This design comes from an exercise in tuning for small area, a short achievable clock period and few clock cycles on the open sky130 flow, not from production work. No run shown here included a check of the RTL's function; only the layout flow was run. Power and IR drop assume default switching activity.

### flow/design.v
package esd_pkg;
  localparam logic [1:0] KIND_CHAR  = 2'd0;
  localparam logic [1:0] KIND_SLICE = 2'd1;
  localparam logic [1:0] KIND_ERROR = 2'd2;
  localparam logic [1:0] KIND_DONE  = 2'd3;
  localparam logic [1:0] NUM_OCT = 2'd0;
  localparam logic [1:0] NUM_X   = 2'd1;
  localparam logic [1:0] NUM_U   = 2'd2;
endpackage
import esd_pkg::*;
module escape_sequence_decoder (
  input  logic        clk,
  input  logic        rst,
  input  logic        chars_valid,
  output logic        chars_ready,
  input  logic [15:0] chars_char_code,
  input  logic        chars_end_of_string,
  output logic        results_valid,
  input  logic        results_ready,
  output logic [1:0]  results_kind,
  output logic [15:0] results_out_char,
  output logic [15:0] results_slice_start,
  output logic [15:0] results_slice_length,
  output logic [2:0]  results_error_code,
  output logic        results_last,
  input  logic        cfg_valid,
  output logic        cfg_ready,
  input  logic        cfg_interpolation_enable
);
  logic        h_valid;
  logic [15:0] h_c;
  logic        h_eos;
  logic        s_valid;
  logic [15:0] s_c;
  logic        s_eos;
  logic        h_bs, h_lb, h_rb, h_oct, h_hex, h_esc, h_ex, h_eu;
  logic [15:0] in_c;
  logic        in_eos;
  logic        in_hi0;
  logic        accept;
  logic        consume;
  assign chars_ready = !s_valid;
  assign accept = chars_valid && !s_valid;
  assign in_c = s_valid ? s_c : chars_char_code;
  assign in_eos = s_valid ? s_eos : chars_end_of_string;
  assign in_hi0 = (in_c[15:7] == 9'd0);
  always_ff @(posedge clk) begin
    if (rst) begin
      h_valid <= 1'b0;
      s_valid <= 1'b0;
    end else if (consume) begin
      h_valid <= s_valid | accept;
      s_valid <= 1'b0;
    end else if (accept) begin
      h_valid <= 1'b1;
      s_valid <= h_valid;
    end
  end
  always_ff @(posedge clk) begin
    if (consume || !h_valid) begin
      h_c <= in_c;
      h_eos <= in_eos;
      h_bs <= in_hi0 && in_c[6:0] == 7'h5C;
      h_lb <= in_hi0 && in_c[6:0] == 7'h7B;
      h_rb <= in_hi0 && in_c[6:0] == 7'h7D;
      h_oct <= in_hi0 && in_c[6:3] == 4'b0110;
      h_hex <= in_hi0 && ((in_c[6:4] == 3'b011 && in_c[3:0] <= 4'd9) ||
                          (in_c[6] && in_c[4:3] == 2'b00 && in_c[2:0] != 3'd0 && in_c[2:0] != 3'd7));
      h_esc <= in_hi0 && (in_c[6:0] == 7'h74 || in_c[6:0] == 7'h6E || in_c[6:0] == 7'h72 ||
                          in_c[6:0] == 7'h22 || in_c[6:0] == 7'h27 || in_c[6:0] == 7'h7B ||
                          in_c[6:0] == 7'h5C);
      h_ex <= in_hi0 && in_c[6:0] == 7'h78 || in_hi0 && in_c[6:0] == 7'h58;
      h_eu <= in_hi0 && in_c[6:0] == 7'h75 || in_hi0 && in_c[6:0] == 7'h55;
    end
    if (accept && h_valid && !consume) begin
      s_c <= chars_char_code;
      s_eos <= chars_end_of_string;
    end
  end
  logic        interp;
  logic        m_nrm, m_esc, m_num, m_brc, m_err;
  logic        n_oct;
  logic [1:0]  n_rem;
  logic        n_seen;
  logic [15:0] nb;
  logic [15:0] pos;
  logic [15:0] blen;
  logic        r_valid;
  logic [1:0]  r_kind;
  logic [15:0] r_data;      
  logic [2:0]  r_err;       
  logic        r_slice;     
  logic        r_last;
  logic        p_char;     
  logic        p_slice;    
  logic        p_err;      
  logic [1:0]  p_code;
  logic        p_done;     
  logic        pend;
  logic        r_free;
  assign cfg_ready = 1'b1;
  assign pend = p_char | p_slice | p_err | p_done;
  assign r_free = !r_valid || results_ready;
  assign results_valid = r_valid;
  assign results_kind = r_kind;
  assign results_last = r_last;
  assign results_out_char = r_data;
  assign results_error_code = r_err;
  assign results_slice_start = r_slice ? nb : 16'd0;
  assign results_slice_length = r_slice ? blen : 16'd0;
  logic [3:0]  dig;
  logic        dg;
  logic [15:0] nshift;
  logic [15:0] pos1;
  logic [15:0] blen1;
  logic [15:0] map;
  logic        a_has, a_err;
  logic [15:0] a_data;
  logic [2:0]  a_code;
  logic        b_has, c_has, d_has;
  logic [1:0]  d_code;
  logic        resume;
  logic        zero;
  logic        to_nrm, to_esc, to_num, to_brc, to_err;
  logic        mode_esc, mode_num, mode_brc;
  always_comb begin
    dig = (h_c[6:4] == 3'b011) ? h_c[3:0] : {1'b0, h_c[2:0]} + 4'd9;
    dg = n_oct ? h_oct : h_hex;
    nshift = n_oct ? {nb[12:0], h_c[2:0]} : {nb[11:0], dig};
    pos1 = (pos == 16'hFFFF) ? pos : pos + 16'd1;
    blen1 = (blen == 16'hFFFF) ? blen : blen + 16'd1;
    map = h_c;
    if (h_c[6:0] == 7'h74) map = 16'h0009;
    else if (h_c[6:0] == 7'h6E) map = 16'h000A;
    else if (h_c[6:0] == 7'h72) map = 16'h000D;
    resume = m_num && !dg && n_seen;
    a_has = m_nrm && !h_bs || m_esc && !(h_ex || h_eu || h_oct) ||
            m_num && (!dg || n_rem == 2'd0) || m_brc;
    a_err = m_esc && !h_esc && !(h_ex || h_eu || h_oct) || m_num && !dg && !n_seen ||
            m_num && dg && n_rem == 2'd0 && n_oct && nb[5];
    if (m_esc) a_data = map;
    else if (m_num && dg) a_data = nshift;
    else if (m_num) a_data = nb;
    else a_data = h_c;
    a_code = m_esc ? 3'd2 : (dg ? 3'd4 : 3'd3);
    b_has = resume && !h_bs;
    c_has = m_brc && h_rb;
    to_esc = (m_nrm || resume) && h_bs;
    to_brc = (m_nrm || resume) && h_lb && interp || m_brc && !h_rb;
    to_num = m_esc && (h_ex || h_eu || h_oct) || m_num && dg && n_rem != 2'd0;
    to_err = m_err || a_err;
    to_nrm = !(to_esc || to_brc || to_num || to_err);
    d_has = h_eos && (to_esc || to_num || to_brc);
    d_code = to_esc ? 2'd1 : (to_num ? 2'd3 : 2'd0);
    zero = !(a_has || h_eos);
  end
  assign consume = h_valid && (r_free ? (!pend || zero && !p_slice)
                                      : (zero && !p_char && !p_slice && !r_slice));
  always_ff @(posedge clk) begin
    if (rst) begin
      interp <= 1'b0;
    end else if (cfg_valid) begin
      interp <= cfg_interpolation_enable;
    end
  end
  always_ff @(posedge clk) begin
    if (rst) begin
      m_nrm <= 1'b1;
      m_esc <= 1'b0;
      m_num <= 1'b0;
      m_brc <= 1'b0;
      m_err <= 1'b0;
      pos <= 16'd0;
    end else begin
      if (consume) begin
        m_nrm <= to_nrm || h_eos;
        m_esc <= to_esc && !h_eos;
        m_num <= to_num && !h_eos;
        m_brc <= to_brc && !h_eos;
        m_err <= to_err && !h_eos;
      end
      if (consume && h_eos) pos <= 16'd0;
      else if (consume && a_has && !a_err) pos <= pos1;
      else if (r_free && p_char && !p_done) pos <= pos1;
    end
  end
  always_ff @(posedge clk) begin
    if (consume) begin
      if (m_esc) begin
        n_oct <= h_oct;
        n_rem <= h_eu ? 2'd3 : 2'd1;
        n_seen <= h_oct;
      end else if (m_num) begin
        n_rem <= n_rem - 2'd1;
        n_seen <= 1'b1;
      end
      if (m_brc) blen <= blen1;
      else if (to_brc) blen <= 16'd1;
    end
  end
  always_ff @(posedge clk) begin
    if (consume && m_esc) nb <= {13'd0, h_oct ? h_c[2:0] : 3'd0};
    else if (consume && m_num && dg) nb <= nshift;
    else if (consume && b_has) nb <= h_c;
    else if (consume && m_nrm && to_brc) nb <= pos;
    else if (r_free && p_char && m_brc) nb <= pos;
  end
  logic        nx_valid;
  logic [1:0]  nx_kind;
  logic [15:0] nx_data;
  logic [2:0]  nx_err;
  logic        nx_slice;
  logic        nx_last;
  always_comb begin
    nx_valid = 1'b1;
    nx_kind = KIND_DONE;
    nx_data = 16'd0;
    nx_err = 3'd0;
    nx_slice = 1'b0;
    nx_last = 1'b1;
    if (p_char) begin
      nx_kind = KIND_CHAR;
      nx_data = nb;
      nx_last = !(p_err || p_done);
    end else if (p_slice) begin
      nx_kind = KIND_SLICE;
      nx_slice = 1'b1;
      nx_last = !(p_err || p_done);
    end else if (p_err) begin
      nx_kind = KIND_ERROR;
      nx_err = {1'b0, p_code};
      nx_last = 1'b0;
    end else if (p_done) begin
      nx_kind = KIND_DONE;
    end else if (!h_valid || zero) begin
      nx_valid = 1'b0;
    end else if (a_has && a_err) begin
      nx_kind = KIND_ERROR;
      nx_err = a_code;
      nx_last = !h_eos;
    end else if (a_has) begin
      nx_kind = KIND_CHAR;
      nx_data = a_data;
      nx_last = !(b_has || c_has || h_eos);
    end else if (d_has) begin
      nx_kind = KIND_ERROR;
      nx_err = {1'b0, d_code};
      nx_last = 1'b0;
    end
  end
  always_ff @(posedge clk) begin
    if (rst) begin
      r_valid <= 1'b0;
    end else if (r_free) begin
      r_valid <= nx_valid;
    end
  end
  always_ff @(posedge clk) begin
    if (r_free) begin
      r_kind <= nx_kind;
      r_data <= nx_data;
      r_err <= nx_err;
      r_slice <= nx_slice;
      r_last <= nx_last;
    end
  end
  always_ff @(posedge clk) begin
    if (rst) begin
      p_char <= 1'b0;
      p_slice <= 1'b0;
      p_err <= 1'b0;
      p_done <= 1'b0;
    end else if (r_free) begin
      if (p_char) begin
        p_char <= 1'b0;
      end else if (p_slice) begin
        p_slice <= 1'b0;
      end else if (p_err) begin
        p_err <= 1'b0;
      end else if (p_done) begin
        p_done <= 1'b0;
      end else if (h_valid && !zero) begin
        if (a_has) begin
          p_char <= b_has;
          p_slice <= c_has;
          p_err <= d_has;
          p_done <= h_eos;
        end else begin
          p_done <= d_has;
        end
      end
    end
  end
  always_ff @(posedge clk) begin
    if (r_free && !pend) p_code <= d_code;
  end
endmodule
### flow/run.sh
#!/bin/bash
# synth_recipe.tcl (not shown) runs the flow's synth.tcl, then flattens the netlist and writes it again
# the make line also repeats each setting of config.mk as NAME=value (left out here)
make -C /OpenROAD-flow-scripts/flow DESIGN_CONFIG=/design/flow/config.mk WORK_HOME=/design/flow/orfs CLKGATE_MAP_FILE= SYNTH_SCRIPT=/design/flow/synth_recipe.tcl finish
### flow/config.mk
export PLATFORM = sky130hd
export DESIGN_NAME = escape_sequence_decoder
export DESIGN_NICKNAME = escape_sequence_decoder
export VERILOG_FILES = /design/flow/design.v
export SDC_FILE = /design/flow/constraint.sdc
export NUM_CORES = 4
export LEC_CHECK = 0
export CAP_MARGIN = 20
export CORE_MARGIN = 2
export CORE_UTILIZATION = 40
export SETUP_SLACK_MARGIN = 4.5
export SLEW_MARGIN = 20
### flow/constraint.sdc
create_clock -name core_clock -period 7.5 [get_ports {clk}]
set_input_delay 1.5000 -clock core_clock [delete_from_list [all_inputs] [get_ports {clk}]]
set_output_delay 1.5000 -clock core_clock [all_outputs]
set_load 0.01 [all_outputs]
==> summary.txt, run 1 <==
Route
  • Vias: 6563
  • Number of design-rule violations left by the first detailed-router iteration: just over 600
  • Drt wl/cell: slightly below 20 um
  • Post-route ant nets: 0
  • Ratio of routed vias to standard cells: 6.02
  • DRC violation count after routing: 0
  • Routed Wire Length: about 22 mm
  • Number of detailed-routing iterations run before antenna repair: 5

Timing
  • Final critical delay including setup and external delays: between 3 and 4 ns
  • Final Setup Violations: 0
  • Final Slew Violations: 0
  • Final Hold Violating Endpoints: 0
  • Transition at the pin with the smallest max-transition slack: roughly 1.1 ns
  • Setup TNS Final: 0 ns
  • Setup skew after layout: 0.00999 ns
  • Max transition margin: between 20 and 30%
  • Setup repair after global routing missed its margin: yes
  • Final Cycle Share: ~43%
  • Maximum achievable frequency: 0.311 GHz

Synth
  • Cells after Synth: roughly 760
  • Yosys cell types: between 60 and 70
  • Prevailing post-synth register cell: sky130_fd_sc_hd__edfxtp_1
  • Total standard cell area after synthesis: around 0.0073 sq mm
  • Share of flip-flops with an asynchronous set or reset: 0%
  • Synthesis Warnings: 1
  • Number of enable flip-flop cells after synthesis: 90
  • Fraction of the yosys area taken by sequential cells: between 40% and 50%
  • Synth Area per Inst: just under 10 sq um
  • Mapped Nets: just under 800
  • Flip-flop and latch count after synthesis: between 100 and 150

Floorplan
  • Area of the die: between 0.015 and 0.02 sq mm
  • Number of rows created at floorplan: about 50
  • Placeable core area: roughly 0.018 sq mm
  • Die height: between 100 and 150 um
  • Width of the die: about 140 um
  • Starting density of the core: 40.8%
  • I/O pins: 80

Global routing
  • Initial antenna violation count: 0
  • Overall Global Routing Usage: around 22%
  • Via count of the first global-routing pass: between 6000 and 7000
  • Global-route wire length before repair: 34.4 mm
  • Pin count of the biggest net entering global routing: 31
  • Overflow left after global routing: 0

Pwr
  • Share of power burned in registers: around 45%
  • Cell-internal power: 1.46 mW
  • Power density of the placed cells: approximately 210 mW/mm^2
  • Portion of total power attributed to the clock network: 42.3%
  • Net switching share of the total power: a little over a quarter
  • Gate power share: around an eighth
  • Final Total Pwr: between 1.5 and 2 mW
  • Peak supply drop: around 0.17 mV
  • Net load switching power: 519 uW
  • Leakage Power: roughly 3.3 nW

Worst setup path
  • Maximum net fanout on the critical path: 15
  • Worst Setup Start Kind: flip-flop
  • RR Startpoint: n_oct$_DFFE_PP_
  • Capturing element type of the critical path: output port
  • Number of buffer and inverter stages on the critical path: 2
  • Chain of cells forming the critical path: buf_12, and2_1, clkdlybuf4s50_1
  • Slowest-stage cell, CP: sky130_fd_sc_hd__clkdlybuf4s50_1
  • Critical path origin: r_slice$_SDFFCE_PP0N_
  • Required time of the critical path: approximately 6.0 ns
  • Crit path DAT: about 1.7 ns
  • Largest delay contributor family on the critical path: buffers and inverters
  • Setup Crit Path Kind: reg2out
  • Max stage delay on crit path: between 0.5 and 0.6 ns

Run
  • Total of max-cap violations: 0

Clock network
  • Clock tree from TritonCTS: done
  • Total CTS buffers: 17
  • Hold-fix buffer count after cts: 0
  • CTS Sinks: approximately 130
  • Bufs on Longest Clock Path: 2
  • CTS HTree Levels: 4
  • Clock Tree Root: sky130_fd_sc_hd__clkbuf_16
  • Worst-Skew Late Latency: about 0.43 ns
  • Clock transition at path regs: around 0.06 ns

Placement
  • Number of port buffers: 78
  • Post-detailed-placement half-perimeter wirelength: roughly 14 mm
  • Final estimated routing congestion in global placement: just under 0.9

Layout
  • Share of the core filled with cells in the final layout: a little over half
  • Fraction of layout cells with a size suffix above 1: approximately 14%
  • Antenna Cells: 0
  • Layout overhead on the synthesized area: 28.0%
  • Final Net Count: slightly below 900

Outcome
  • Result of the run: timing/DRC/antenna clean

Hold path
  • Hold path startpoint: m_err$_SDFFE_PP0N_
  • Worst min path class: reg2reg
-- synth_stat cells, drive strengths merged, types with 2 or more instances --
master / n / share of area (%)
and4: 3 / 0.36
o211ai: 4 / 0.41
nand2: 76 / 3.9
nor2b: 7 / 0.60
inv: 23 / 1.2
and3: 5 / 0.43
and2: 34 / 2.9
or4: 12 / 1.2
xor2: 6 / 0.72
a32o: 5 / 0.68
nand4: 7 / 0.60
xnor2: 6 / 0.72
a2bb2oi: 2 / 0.24
o32ai: 4 / 0.48
or3: 9 / 0.77
a22o: 15 / 1.8
nor2: 54 / 2.8
mux2: 11 / 1.7
a32oi: 3 / 0.36
mux2i: 33 / 4.7
a22oi: 10 / 1.0
edfxtp: 90 / 37
nor3: 15 / 1.0
o22a: 2 / 0.24
clkbuf: 31 / 1.6
buf: 18 / 1.4
clkinv: 2 / 0.10
ha: 6 / 1.0
nor4: 10 / 1.1
dfxtp: 42 / 11
o21ai: 56 / 3.8
o2bb2ai: 13 / 1.6
a31oi: 6 / 0.51
o22ai: 14 / 1.2
a221oi: 2 / 0.24
nand3: 28 / 1.9
a21oi: 58 / 4.0
o32a: 2 / 0.44
o31ai: 12 / 1.2
nand2b: 7 / 0.60
-- power groups by stage --
| stage | registers [mW] | clock network [mW] | logic (mW) |
|---|---|---|---|
| global route | 0.888 | 0.884 | 0.286 |
| detailed placement | 0.896 | 0 | 0.225 |
| floorplan | 0.872 | 0 | 0.149 |
| finish | 0.882 | 0.838 | 0.263 |
| CTS | 0.880 | 0.848 | 0.250 |
| global placement | 0.896 | 0 | 0.218 |
-- stage by stage --
| step | cells | hold WS (ns) | setup WS, ns | area, sq um |
|---|---|---|---|---|
| after floorplan | 763 | 0.421 | 4.10 | 7450 |
| after global placement | 1026 | 0.465 | 3.00 | 8310 |
| after detailed placement | 1026 | 0.474 | 2.86 | 8310 |
| after CTS | 1084 | 0.492 | 4.28 | 9200 |
| after global routing | 1090 | 0.535 | 4.21 | 9380 |
| final | 1090 | 0.497 | 4.28 | 9380 |
-- path summary, 6_finish.rpt --
| kind | endpoint | slack (ns) | cells after the start |
|---|---|---|---|
| min | m_err$_SDFFE_PP0N_ | 0.50 | 2 |
| max reg2reg | nb[9]$_SDFFE_PP0P_ | 4.60 | 7 |
| max | results_slice_length[1] | 4.28 | 3 |
| min reg2reg | m_err$_SDFFE_PP0N_ | 0.50 | 2 |
-- what timing repair did --
| item | 4_1_cts | 5_1_grt |
|---|---|---|
| gates cloned | 5 | 1 |
| resized for setup | 22 | 28 |
| buffers inserted | 21 | 5 |
| endpoints found under the setup margin | 164 | 118 |
| pin swaps | 5 | 6 |
-- cell usage in the layout, fill, tap and decap left out, drive strengths merged, types with 4 or more instances in the layout --
master,instances
o211ai,4
nand3,28
or4,12
nand2b,7
ha,6
xor2,6
a31oi,6
nor2b,7
o2bb2ai,13
clkinv,7
or3,9
mux2i,34
nand2,77
o21ai,56
o22ai,15
clkinvlp,6
nand4,7
o31ai,12
clkdlybuf4s50,66
inv,23
nor3,15
xnor2,6
dfxtp,42
a22oi,10
edfxtp,90
a22o,15
o32ai,4
and3,5
dlygate4sd2,9
and2,34
mux2,11
nor2,54
a21oi,58
o32a,4
nor4,10
a32o,5
buf,31
clkbuf,19
-- per-layer routing --
metal  global-route usage [%]  share of wire [%]  up-vias
met5                        0                  0        -
met4                     8.72                2.3        0
met3                     3.89                8.0       36
met2                     34.9                 47      325
met1                     30.6                 42     3135
li1                         -                  -     3067
-- cell type report --
| cell class | instances | area (sq um) |
|---|---|---|
| clock buffer | 19 | 433 |
| clock inverter | 13 | 159 |
| fill | 1582 | 8580 |
| inverter | 25 | 98.8 |
| multi-input combinational | 562 | 3790 |
| sequential | 132 | 3540 |
| tap | 229 | 287 |
| timing repair buffer | 109 | 1060 |
| timing repair inverter | 1 | 5.00 |
-- flip-flops by register name, summed over array words and instances, names as in the netlist, 2 cells and up --
signal / flops
blen: 16
h_c: 16
n_rem: 2
nb: 16
p_code: 2
pos: 16
r_data: 16
r_err: 3
r_kind: 2
s_c: 16
-- worst register-to-register path: cells and delay by family, from the launching register on --
family / cells / cell delay (ns)
flip-flops: 1 / 0.47
multiplexers: 1 / 0.48
AO/OA/AOI/OAI: 4 / 1.32
AND/OR/NAND/NOR: 1 / 0.21
buffers and inverters: 1 / 0.28
-- logic make-up (layout without fill, tap and decap cells) --
family                   Yosys count  after routing  synth area share (%)
AO/OA/AOI/OAI                    223            226                  20.0
XOR/XNOR                          12             12                  1.43
adder cells (fa/ha/maj)            6              6                  1.02
buffers and inverters             74            167                  4.28
flip-flops                       132            132                  48.3
multiplexers                      44             45                  6.37
other                              1              1                0.0511
AND/OR/NAND/NOR                  271            272                  18.5
==> run 2: changes to the inputs <==
--- a/flow/config.mk
+++ b/flow/config.mk
@@ -9,4 +9,4 @@
 export CORE_MARGIN = 2
 export CORE_UTILIZATION = 40
-export SETUP_SLACK_MARGIN = 4.5
+export SETUP_SLACK_MARGIN = 5.0
 export SLEW_MARGIN = 20
==> summary.txt, run 2 <==
Layout
  • Leading cell type in the layout, fill and taps excluded: sky130_fd_sc_hd__edfxtp_1
  • Commonest cells after routing, fill and taps aside: sky130_fd_sc_hd__edfxtp_1 (90), sky130_fd_sc_hd__nand2_1 (70), sky130_fd_sc_hd__buf_4 (58)
  • Final Net Count: approximately 950
  • Layout overhead on the synthesized area: 47.6%
  • Antenna Cells: 0
  • Share of the core filled with cells in the final layout: between 60% and 70%
  • Fraction of layout cells with a size suffix above 1: 38.5%
  • Non-filler cells, final: 1165

Pwr
  • Net switching share of the total power: 26.8%
  • Portion of total power attributed to the clock network: between 40 and 50%
  • Peak supply drop: 0.178 mV
  • Power density of the placed cells: 200 mW/mm^2
  • Leakage Power: 4.03 nW
  • Gate power share: 16.5%
  • Cell-internal power: ~1.6 mW
  • Final Total Pwr: 2.16 mW
  • Share of power burned in registers: between 40 and 50%
  • Net load switching power: about 580 uW

Timing
  • Final critical delay including setup and external delays: roughly 2.9 ns
  • Maximum achievable frequency: 0.342 GHz
  • Final-layout worst hold slack: ~0.5 ns
  • Final Slew Violations: 0
  • Final Cycle Share: about two fifths
  • Setup repair after global routing missed its margin: yes
  • Final Setup Violations: 0
  • Final Hold Violating Endpoints: 0
  • Setup skew after layout: around 0.015 ns
  • Transition at the pin with the smallest max-transition slack: 0.715 ns
  • Setup TNS Final: 0 ns
  • Max transition margin: a little over half

Hold path
  • Worst min path class: reg2reg
  • Cell count of the worst hold path: 2

Synth
  • Leading cell types by count after synthesis: sky130_fd_sc_hd__edfxtp_1 (90), sky130_fd_sc_hd__nand2_1 (76), sky130_fd_sc_hd__a21oi_1 (58)
  • Fraction of the yosys area taken by sequential cells: just under 50%
  • Flip-flop and latch count after synthesis: approximately 130
  • Biggest area contributors in the synthesized netlist: sky130_fd_sc_hd__edfxtp_1 (37%), sky130_fd_sc_hd__dfxtp_1 (11%), sky130_fd_sc_hd__mux2i_1 (4.4%)
  • Synth Area per Inst: roughly 9.6 sq um
  • Number of enable flip-flop cells after synthesis: 90
  • Biggest area consumer among synthesized cells: sky130_fd_sc_hd__edfxtp_1
  • Total standard cell area after synthesis: 0.00733 sq mm
  • Synthesis Warnings: 1
  • Share of the synthesized area in the top cell type: 36.9%
  • Yosys cell types: 68
  • Cells after Synth: 763
  • Share of flip-flops with an asynchronous set or reset: 0%
  • Most used standard cell by instance count after synthesis: sky130_fd_sc_hd__edfxtp_1
  • Prevailing post-synth register cell: sky130_fd_sc_hd__edfxtp_1
  • Mapped Nets: ~800

Worst setup path
  • Most frequent CP cell: sky130_fd_sc_hd__buf_6
  • Crit path DAT: a little over 3 ns
  • Worst Reg2Reg Path Length in Cells: 9
  • Worst Setup Start Kind: primary input
  • Max stage delay on crit path: roughly 0.30 ns
  • Number of buffer and inverter stages on the critical path: 4
  • Stages on the worst setup path: 9
  • Capturing element type of the critical path: flip-flop
  • Setup Crit Path Kind: in2reg
  • Slowest-stage cell, CP: sky130_fd_sc_hd__o211a_4
  • Required time of the critical path: approximately 7.7 ns
  • Maximum net fanout on the critical path: 5
  • Chain of cells forming the critical path: buf_6, nor2b_4, clkinvlp_4, o211a_4, a31oi_4, buf_6, buf_6, a21oi_1, o22a_1
  • Largest delay contributor family on the critical path: compound AO/OA/AOI/OAI gates

Route
  • Ratio of routed vias to standard cells: ~6.3
  • Post-route ant nets: 0
  • DRC violation count after routing: 0
  • Number of detailed-routing iterations run before antenna repair: 6
  • Drt wl/cell: around 22 um
  • Number of design-rule violations left by the first detailed-router iteration: 713
  • Routed Wire Length: 26.1 mm
  • Vias: between 7000 and 8000

Floorplan
  • Area of the die: between 0.015 and 0.02 sq mm
  • Starting density of the core: between 40% and 50%
  • Die height: around 140 um
  • Number of rows created at floorplan: 49
  • Placeable core area: 0.0180 sq mm
  • Width of the die: around 140 um
  • I/O pins: 80

Clock network
  • Hold-fix buffer count after cts: 0
  • CTS Sinks: about 130
  • Bufs on Longest Clock Path: 2
  • Clock Tree Root: sky130_fd_sc_hd__clkbuf_16
  • Worst-Skew Late Latency: about 0.44 ns
  • Clock tree from TritonCTS: done
  • Clock transition at path regs: ~0.06 ns
  • CTS HTree Levels: 4
  • Total CTS buffers: 17

Global routing
  • Overall Global Routing Usage: between 20 and 25%
  • Via count of the first global-routing pass: around 6800
  • Overflow left after global routing: 0
  • Pin count of the biggest net entering global routing: 31
  • Global-route wire length before repair: around 38 mm
  • Initial antenna violation count: 0

Placement
  • Number of port buffers: a little under 80
  • Final estimated routing congestion in global placement: 0.874
  • Post-detailed-placement half-perimeter wirelength: 13.9 mm
  • Placed insts: ~1000

Outcome
  • Result of the run: timing/DRC/antenna clean

Run
  • Total of max-cap violations: 0
[run 2: cell counts after synthesis]
No cell type changed its count.
[run 2: cell families after synthesis]
logic type / Yosys count / share of synthesized area, %
AO/OA/AOI/OAI: 223 / 20.0
XOR/XNOR: 12 / 1.43
adder cells (fa/ha/maj): 6 / 1.02
buffers and inverters: 74 / 4.28
flip-flops: 132 / 48.3
multiplexers: 44 / 6.37
other: 1 / 0.0511
AND/OR/NAND/NOR: 271 / 18.5
[run 2: what timing repair did]
item / CTS / global route
setup buffers: 59 / 31
endpoints found under the setup margin: 218 / 166
gates resized for setup: 397 / 124
pin swaps: 59 / 31
gates cloned: 14 / 3
[run 2: metal layers]
metal	share of wire (%)	up-vias	GRT usage (%)
met5	0	-	0
met2	49	481	40.5
met4	3.6	0	9.94
met3	9.6	82	5.75
li1	-	3244	-
met1	38	3490	32.5
[run 2: path summary, 6_finish.rpt]
check	start	endpoint	slack [ns]
max	results_ready	nb[1]$_DFFE_PP_	4.58
min	pos[10]$_SDFFE_PP0P_	pos[10]$_SDFFE_PP0P_	0.51
max reg2reg	h_valid$_SDFFE_PP0P_	nb[13]$_SDFFE_PP0P_	4.81
min reg2reg	pos[10]$_SDFFE_PP0P_	pos[10]$_SDFFE_PP0P_	0.51
[run 2: power groups by stage]
stage	registers, mW	clock network (mW)	logic [mW]
floorplan	0.872	0	0.153
global placement	0.896	0	0.223
CTS	0.883	0.919	0.301
detailed placement	0.897	0	0.229
global route	0.894	0.953	0.379
finish	0.891	0.916	0.358
[run 2: cell type report]
type | instances | area [sq um]
fill | 1433 | 7140
multi-input combinational | 570 | 4600
sequential | 132 | 3550
timing repair buffer | 176 | 1620
clock buffer | 27 | 578
tap | 229 | 287
inverter | 25 | 105
clock inverter | 5 | 78.8
timing repair inverter | 1 | 7.51
[run 2: through the flow]
stage          area [sq um]  setup slack [ns]
2_1_floorplan          7540              4.10
3_3_place_gp           8390              2.99
3_5_place_dp           8390              2.78
4_1_cts               10000              4.58
5_1_grt               10800              4.54
6_report              10800              4.58
[run 2: worst min-delay path: stages, from the launching register on]
cell and delay, ns:
sky130_fd_sc_hd__dfxtp_1 0.34, sky130_fd_sc_hd__o41ai_2 0.06, sky130_fd_sc_hd__a21oi_1 0.06

-- port drivers added, routing unchanged --
How much do the figures lean on ideal ports? The routed layouts below were timed once more, with nothing changed but the port constraints.
Step 1, drivers: a clkbuf_16 drives clk and a buf_2 each remaining input, both assumed.
Step 2, shift: input delay + t, output delay - t, t = (earliest + latest rising clock arrival at the registers) / 2. This alone moves slack from input paths to output paths.
a / b / c = ideal / step 1 / step 2; a / b = the first two.
| run | t (ns) | setup WS [ns] | worst setup path at the end |
|---|---|---|---|
| run 1 | 0.466 | 4.283 / 4.238 / 4.085 | input to register |
| run 2 | 0.481 | 4.577 / 4.549 / 4.108 | input to register |
After both steps every run listed still meets setup and hold. The setup slack of run 2, which loses most, moves by -0.028 ns with the drivers and by -0.469 ns with both steps.
